What follows belongs to an exercise in optimizing a design on an open flow for small area, a short achievable clock period and few clock cycles per item; a production flow would make more cautious choices. Where RTL was checked, it was by simulation tests only, not by an equivalence proof against the original.

==> flow/design.v (excerpt) <==
module julia_render #(
    parameter int H_PIXELS = 64,
    parameter int V_PIXELS = 48,
    parameter int MAX_ITER = 255,
    parameter int FRAC     = 14
) (
    input  logic               clock,
    input  logic               reset,
    input  logic               valid,
    input  logic signed [17:0] c_real,
    input  logic signed [17:0] c_comp,
    input  logic signed [17:0] x,
    input  logic signed [17:0] y,
    input  logic signed [17:0] scale,
    output logic [18:0]        wr_addr,
    output logic [7:0]         wr_data,
    output logic               wr_en,
    input  logic               wr_ready,
    output logic               busy,
    output logic               done
);
    logic [17:0] cr_q, ci_q, scale_q;
    logic [17:0] gr_q, gi_q;
    logic [5:0]  gcol_q, grow_q;
    logic        gdir_q, gdone_q;
    logic        v0_q, p0_q;
    logic [17:0] zr_q, zi_q, s0r_q, s0i_q;
    logic [7:0]  it0_q;
    logic [11:0] a0_q;
    logic        v1_q, p1_q, in1_q, per1_q, cap1_q;
    logic [17:0] s1r_q, s1i_q;
    logic [7:0]  it1_q;
    logic [11:0] a1_q;
    logic [23:0] xa_q, xb_q, ea_q, eb_q;
    logic [22:0] ya_q, yb_q;
    logic [1:0]  xk_q, ek_q;
    logic        yk_q;
    logic        ov_q;
    logic [11:0] oa_q;
    logic [7:0]  od_q;
    logic        valid_q, busy_q, run_q, done_q;
    logic [15:0] dr, di;
    assign dr = zr_q[15:0];
    assign di = zi_q[15:0];
    wire t_1;
    wire t_2;
    assign t_1 = (dr[0] & dr[11]) ^ (dr[1] & dr[10]);
    assign t_2 = (dr[0] & dr[11]) & (dr[1] & dr[10]);
    wire t_3;
    wire t_4;
    assign t_3 = (dr[0] & dr[12]) ^ (dr[1] & dr[11]);
    assign t_4 = (dr[0] & dr[12]) & (dr[1] & dr[11]);
    wire t_5;
    wire t_6;
    assign t_5 = (dr[0] & dr[13]) ^ (dr[1] & dr[12]) ^ (dr[2] & dr[11]);
    assign t_6 = ((dr[0] & dr[13]) & (dr[1] & dr[12])) | ((dr[2] & dr[11]) & ((dr[0] & dr[13]) ^ (dr[1] & dr[12])));
    wire t_7;
    wire t_8;
  ...
==> flow/config.mk <==
export PLATFORM = sky130hd
export DESIGN_NAME = julia_render
export DESIGN_NICKNAME = julia_render
export VERILOG_FILES = /design/flow/design.v
export SDC_FILE = /design/flow/constraint.sdc
export NUM_CORES = 4
export LEC_CHECK = 0
export CAP_MARGIN = 20
export CORE_MARGIN = 2
export CORE_UTILIZATION = 40
export SLEW_MARGIN = 20
==> flow/constraint.sdc <==
create_clock -name core_clock -period 12.0 [get_ports {clock}]
set_input_delay 2.4000 -clock core_clock [delete_from_list [all_inputs] [get_ports {clock}]]
set_output_delay 2.4000 -clock core_clock [all_outputs]
set_load 0.01 [all_outputs]
standard.sh (not shown) runs the stock make flow with config.mk's settings and CLKGATE_MAP_FILE= SYNTH_SCRIPT=/design/flow/synth_recipe.tcl, a recipe that flattens the netlist after the stock synthesis.
==> flow/flow/run.sh <==
#!/bin/bash
set -euo pipefail
bash standard.sh SETUP_SLACK_MARGIN=8 finish > standard_make.log 2>&1
Testbench counts at the start, summed over its fixed seeds: cycles 1,323,491, pixels 98,304.
Then changed:
--- a/flow/design.v
+++ b/flow/design.v
@@ -22,28 +22,27 @@
     logic [17:0] cr_q, ci_q, scale_q;
     logic [17:0] gr_q, gi_q;
     logic [5:0]  gcol_q, grow_q;
     logic        gdir_q, gdone_q;
     logic        v0_q, p0_q;
     logic [17:0] zr_q, zi_q, s0r_q, s0i_q;
     logic [7:0]  it0_q;
     logic [11:0] a0_q;
     logic        v1_q, p1_q, in1_q, per1_q, cap1_q;
     logic [17:0] s1r_q, s1i_q;
     logic [7:0]  it1_q;
     logic [11:0] a1_q;
-    logic [23:0] xa_q, xb_q, ea_q, eb_q;
-    logic [22:0] ya_q, yb_q;
-    logic [1:0]  xk_q, ek_q;
-    logic        yk_q;
+    logic [31:0] xa_q, xb_q;
+    logic [30:0] ya_q, yb_q;
+    logic [31:0] ea_q, eb_q;
     logic        ov_q;
     logic [11:0] oa_q;
     logic [7:0]  od_q;
     logic        valid_q, busy_q, run_q, done_q;
     logic [15:0] dr, di;
     assign dr = zr_q[15:0];
     assign di = zi_q[15:0];
     wire t_1;
     wire t_2;
     assign t_1 = (dr[0] & dr[11]) ^ (dr[1] & dr[10]);
     assign t_2 = (dr[0] & dr[11]) & (dr[1] & dr[10]);
     wire t_3;
@@ -2052,73 +2051,66 @@
     assign t_910 = (bop6[15] & t_854) | (t_855 & (bop6[15] ^ t_854));
     wire t_911;
     wire t_912;
     assign t_911 = ~bop7[15] ^ t_856;
     assign t_912 = ~bop7[15] & t_856;
     wire t_913;
     wire t_914;
     assign t_913 = ~bop7[16] ^ bop7[15];
     assign t_914 = ~bop7[16] & bop7[15];
     wire [30:0] ya, yb;
     assign ya = {t_913, t_911, t_909, t_906, t_905, t_902, t_901, t_899, t_896, t_894, t_892, t_890, t_888, t_886, t_884, t_882, t_880, t_878, t_876, t_874, t_872, t_870, t_868, t_866, t_864, t_862, t_860, t_858, bon1, bop0[1], bon0};
     assign yb = {t_912, t_910, t_908, t_907, t_904, t_903, t_900, t_898, t_897, t_895, t_893, t_891, t_889, t_887, t_885, t_883, t_881, t_879, t_877, t_875, t_873, t_871, t_869, t_867, t_865, t_863, t_861, t_859, t_857, 1'b0, bop0[0]};
-    logic [9:0] xl, el;
-    logic [8:0] yl;
-    assign xl = {2'b0, xa[7:0]} + {2'b0, xb[7:0]} + 10'd2;
-    assign yl = {1'b0, ya[7:0]} + {1'b0, yb[7:0]};
-    assign el = {2'b0, ea[7:0]} + {2'b0, eb[7:0]} + 10'hff;
     localparam logic [63:0] MUL3 = 64'b1001001001001001001001001001001001001001001001001001001001001001;
     logic save;
     assign save = (it0_q[1:0] == 2'd0) && MUL3[it0_q[7:2]];
     logic inr, ini, per, cap;
     assign inr = (zr_q[17:15] == 3'b000) || (zr_q[17:15] == 3'b111) || (zr_q == 18'h08000);
     assign ini = (zi_q[17:15] == 3'b000) || (zi_q[17:15] == 3'b111) || (zi_q == 18'h08000);
     assign per = (it0_q != 8'h00) && (zr_q == s0r_q) && (zi_q == s0i_q);
     assign cap = (it0_q == 8'hff);
     always_ff @(posedge clock) begin
-        xa_q   <= xa[31:8];
-        xb_q   <= xb[31:8];
-        xk_q   <= xl[9:8];
-        ya_q   <= ya[30:8];
-        yb_q   <= yb[30:8];
-        yk_q   <= yl[8];
-        ea_q   <= ea[31:8];
-        eb_q   <= eb[31:8];
-        ek_q   <= el[9:8];
+        xa_q   <= xa;
+        xb_q   <= xb;
+        ya_q   <= ya;
+        yb_q   <= yb;
+        ea_q   <= ea;
+        eb_q   <= eb;
         in1_q  <= inr && ini;
         per1_q <= per;
         cap1_q <= cap;
         it1_q  <= it0_q;
         a1_q   <= a0_q;
         if (save) begin
             s1r_q <= zr_q;
             s1i_q <= zi_q;
         end else begin
             s1r_q <= s0r_q;
             s1i_q <= s0i_q;
         end
         s0r_q <= s1r_q;
         s0i_q <= s1i_q;
     end
     logic [17:0] zr_new, zi_new;
-    logic [23:0] xs, es;
-    logic [22:0] ys;
+    logic [31:0] xs;
+    logic [30:0] ys;
+    logic [31:0] es;
     logic        escape, fin, can_emit, emit, load;
     logic [7:0]  count;
-    assign xs     = xa_q + xb_q + {cr_q, 6'd0} + {22'd0, xk_q};
-    assign zr_new = xs[23:6];
-    assign ys     = ya_q + yb_q + {ci_q, 5'd0} + {22'd0, yk_q};
-    assign zi_new = ys[22:5];
-    assign es     = ea_q + eb_q + 24'hbf_ffff + {22'd0, ek_q};
-    assign escape = !in1_q || !es[23];
+    assign xs     = xa_q + xb_q + {cr_q, 14'd2};
+    assign zr_new = xs[31:14];
+    assign ys     = ya_q + yb_q + {ci_q, 13'd0};
+    assign zi_new = ys[30:13];
+    assign es     = ea_q + eb_q + 32'hbfff_ffff;
+    assign escape = !in1_q || !es[31];
     assign fin    = p1_q || (v1_q && (escape || cap1_q || per1_q));
     assign count  = (v1_q && per1_q) ? 8'hff : it1_q;
     assign can_emit = !ov_q || wr_ready;
     assign emit     = run_q && fin && can_emit;
     assign load     = run_q && !gdone_q && (emit || !(v1_q || p1_q));
     logic start, finish;
     assign start  = valid && !valid_q && !run_q;
     assign finish = gdone_q && !v0_q && !p0_q && !v1_q && !p1_q && !ov_q;
     always_ff @(posedge clock or negedge reset) begin
         if (!reset) begin
             valid_q <= 1'b0;
             busy_q  <= 1'b0;
Result: The changed run finished with timing, DRC and antenna clean; synthesized area increases by 1.4%; critical path depth is unchanged; synthesized cell count is lower by 0.43%; first-iteration DRC count goes down by 13%; hold slack degrades by 25 ps; register-to-register slack gets worse by 20 ps; cell area climbs by 1.4%.
Testbench counts after the change, summed over its fixed seeds: cycles 1,323,491, pixels 98,304.

* * *

Another version of the RTL of julia_render (not shown whole).
Size: about 3,200 cells after synthesis, about 120 I/O pins.
==> flow/config.mk <==
export PLATFORM = sky130hd
export DESIGN_NAME = julia_render
export DESIGN_NICKNAME = julia_render
export VERILOG_FILES = /design/flow/design.v
export SDC_FILE = /design/flow/constraint.sdc
export NUM_CORES = 4
export LEC_CHECK = 0
export CAP_MARGIN = 20
export CORE_MARGIN = 2
export CORE_UTILIZATION = 40
export SLEW_MARGIN = 20
==> flow/constraint.sdc <==
create_clock -name core_clock -period 12.0 [get_ports {clock}]
set_input_delay 2.4000 -clock core_clock [delete_from_list [all_inputs] [get_ports {clock}]]
set_output_delay 2.4000 -clock core_clock [all_outputs]
set_load 0.01 [all_outputs]
Scripts as last shown in full above: flow/flow/run.sh
Change:
--- a/flow/design.v
+++ b/flow/design.v
@@ -25,21 +25,23 @@
     logic        gdir_q, gdone_q;
     logic        v0_q, p0_q;
     logic [17:0] zr_q, zi_q, s0r_q, s0i_q;
     logic [7:0]  it0_q;
     logic [11:0] a0_q;
     logic        v1_q, p1_q, in1_q, per1_q, cap1_q;
     logic [17:0] s1r_q, s1i_q;
     logic [7:0]  it1_q;
     logic [11:0] a1_q;
-    logic [31:0] xa_q, xb_q;
-    logic [30:0] ya_q, yb_q;
-    logic [31:0] ea_q, eb_q;
+    logic [17:0] xha_q, xhb_q;
+    logic        xc_q;
+    logic [17:0] yha_q, yhb_q;
+    logic        yc_q, ec_q;
+    logic [15:0] eha_q, ehb_q;
     logic        ov_q;
     logic [11:0] oa_q;
     logic [7:0]  od_q;
     logic        valid_q, busy_q, run_q, done_q;
     logic [15:0] dr, di;
     assign dr = zr_q[15:0];
     assign di = zi_q[15:0];
     wire t_1;
     wire t_2;
@@ -2366,60 +2368,62 @@
     assign t_1067 = t_1009 ^ t_958 ^ t_1008;
     assign t_1068 = (t_1009 & t_958) | (t_1008 & (t_1009 ^ t_958));
     wire t_1069;
     wire t_1070;
     assign t_1069 = bop7[15] ^ t_1010 ^ t_1011;
     assign t_1070 = (bop7[15] & t_1010) | (t_1011 & (bop7[15] ^ t_1010));
     wire [30:0] ya, yb;
     assign ya = {t_1069, t_1066, t_1065, t_1062, t_1061, t_1059, t_1056, t_1054, t_1052, t_1051, t_1048, t_1046, t_1044, t_1042, t_1040, t_1038, t_1036, t_1034, t_1032, t_1030, t_1028, t_1026, t_1024, t_1022, t_1020, t_1018, t_1016, t_1014, bon1, bop0[1], bon0};
     assign yb = {t_1068, t_1067, t_1064, t_1063, t_1060, t_1058, t_1057, t_1055, t_1053, t_1050, t_1049, t_1047, t_1045, t_1043, t_1041, t_1039, t_1037, t_1035, t_1033, t_1031, t_1029, t_1027, t_1025, t_1023, t_1021, t_1019, t_1017, t_1015, t_1013, 1'b0, bop0[0]};
-    localparam logic [63:0] MUL3 = 64'b1001001001001001001001001001001001001001001001001001001001001001;
-    logic save;
-    assign save = (it0_q[1:0] == 2'd0) && MUL3[it0_q[7:2]];
+    logic [14:0] xl;
+    logic [13:0] yl;
+    logic [16:0] el;
+    assign xl = {1'b0, xa[13:0]} + {1'b0, xb[13:0]};
+    assign yl = {1'b0, ya[12:0]} + {1'b0, yb[12:0]};
+    assign el = {1'b0, ea[15:0]} + {1'b0, eb[15:0]};
     logic inr, ini, per, cap;
     assign inr = (zr_q[17:15] == 3'b000) || (zr_q[17:15] == 3'b111) || (zr_q == 18'h08000);
     assign ini = (zi_q[17:15] == 3'b000) || (zi_q[17:15] == 3'b111) || (zi_q == 18'h08000);
     assign per = (it0_q != 8'h00) && (zr_q == s0r_q) && (zi_q == s0i_q);
     assign cap = (it0_q == 8'hff);
     always_ff @(posedge clock) begin
-        xa_q   <= xa;
-        xb_q   <= xb;
-        ya_q   <= ya;
-        yb_q   <= yb;
-        ea_q   <= ea;
-        eb_q   <= eb;
+        xha_q  <= xa[31:14];
+        xhb_q  <= xb[31:14];
+        xc_q   <= xl[14];
+        yha_q  <= ya[30:13];
+        yhb_q  <= yb[30:13];
+        yc_q   <= yl[13];
+        eha_q  <= ea[31:16];
+        ehb_q  <= eb[31:16];
+        ec_q   <= el[16];
         in1_q  <= inr && ini;
         per1_q <= per;
         cap1_q <= cap;
         it1_q  <= it0_q;
         a1_q   <= a0_q;
-        if (save) begin
+        if (it0_q[3:0] == 4'd0) begin
             s1r_q <= zr_q;
             s1i_q <= zi_q;
         end else begin
             s1r_q <= s0r_q;
             s1i_q <= s0i_q;
         end
         s0r_q <= s1r_q;
         s0i_q <= s1i_q;
     end
     logic [17:0] zr_new, zi_new;
-    logic [31:0] xs;
-    logic [30:0] ys;
-    logic [31:0] es;
+    logic [15:0] es;
     logic        escape, fin, can_emit, emit, load;
     logic [7:0]  count;
-    assign xs     = xa_q + xb_q;
-    assign zr_new = xs[31:14];
-    assign ys     = ya_q + yb_q;
-    assign zi_new = ys[30:13];
-    assign es     = ea_q + eb_q;
-    assign escape = !in1_q || !es[31];
+    assign zr_new = xha_q + xhb_q + {17'd0, xc_q};
+    assign zi_new = yha_q + yhb_q + {17'd0, yc_q};
+    assign es     = eha_q + ehb_q + {15'd0, ec_q};
+    assign escape = !in1_q || !es[15];
     assign fin    = p1_q || (v1_q && (escape || cap1_q || per1_q));
     assign count  = (v1_q && per1_q) ? 8'hff : it1_q;
     assign can_emit = !ov_q || wr_ready;
     assign emit     = run_q && fin && can_emit;
     assign load     = run_q && !gdone_q && (emit || !(v1_q || p1_q));
     logic start, finish;
     assign start  = valid && !valid_q && !run_q;
     assign finish = gdone_q && !v0_q && !p0_q && !v1_q && !p1_q && !ov_q;
     always_ff @(posedge clock or negedge reset) begin
Result:
- The new run completed with no timing, DRC or antenna violations
- via count fell by 3.7%
- non-clock buffer count rose by 26
- utilization rose by 1.0 points
- global-route usage hardly moves
- synthesized cell count fell by 2.7%
- fmax fell by 4.9%
- routed wire length fell by 4.7%
No functional check of the RTL was part of any run of this note.

==> what the ideal ports hide <==
The results above use ideal ports. As a check the final layouts listed here were re-extracted and re-timed, cells and wires unchanged. Step 1: set_driving_cell puts a clkbuf_16 on clock and a buf_2 on each other input, an assumption about the parent block. Step 2 times the ports against the registers' clock, not the clock port: input delays grow and output delays shrink by t, the midpoint of the rising clock arrivals with the driver on. Slacks: no drivers / after step 1 / after step 2; pairs: no drivers / after step 1.
run	t, ns	setup WS [ns]	worst setup path after step 2	slew at the worst register clock pin (ns)	cell pins on the clock port's net
the first run of note 1	0.664	8.075 / 8.015 / 7.436	input to register	0.07 / 0.07	1
the second run of note 1	0.681	8.058 / 7.996 / 7.523	input to register	0.07 / 0.07	1
the first run of note 2	0.681	7.792 / 7.792 / 7.392	input to register	0.07 / 0.07	1
the second run of note 2	0.663	7.573 / 7.573 / 7.471	input to register	0.07 / 0.07	1
After both steps every run listed still meets setup and hold. The setup slack of the first run of note 1, which loses most, moves by -0.060 ns with the drivers and by -0.639 ns with both steps.
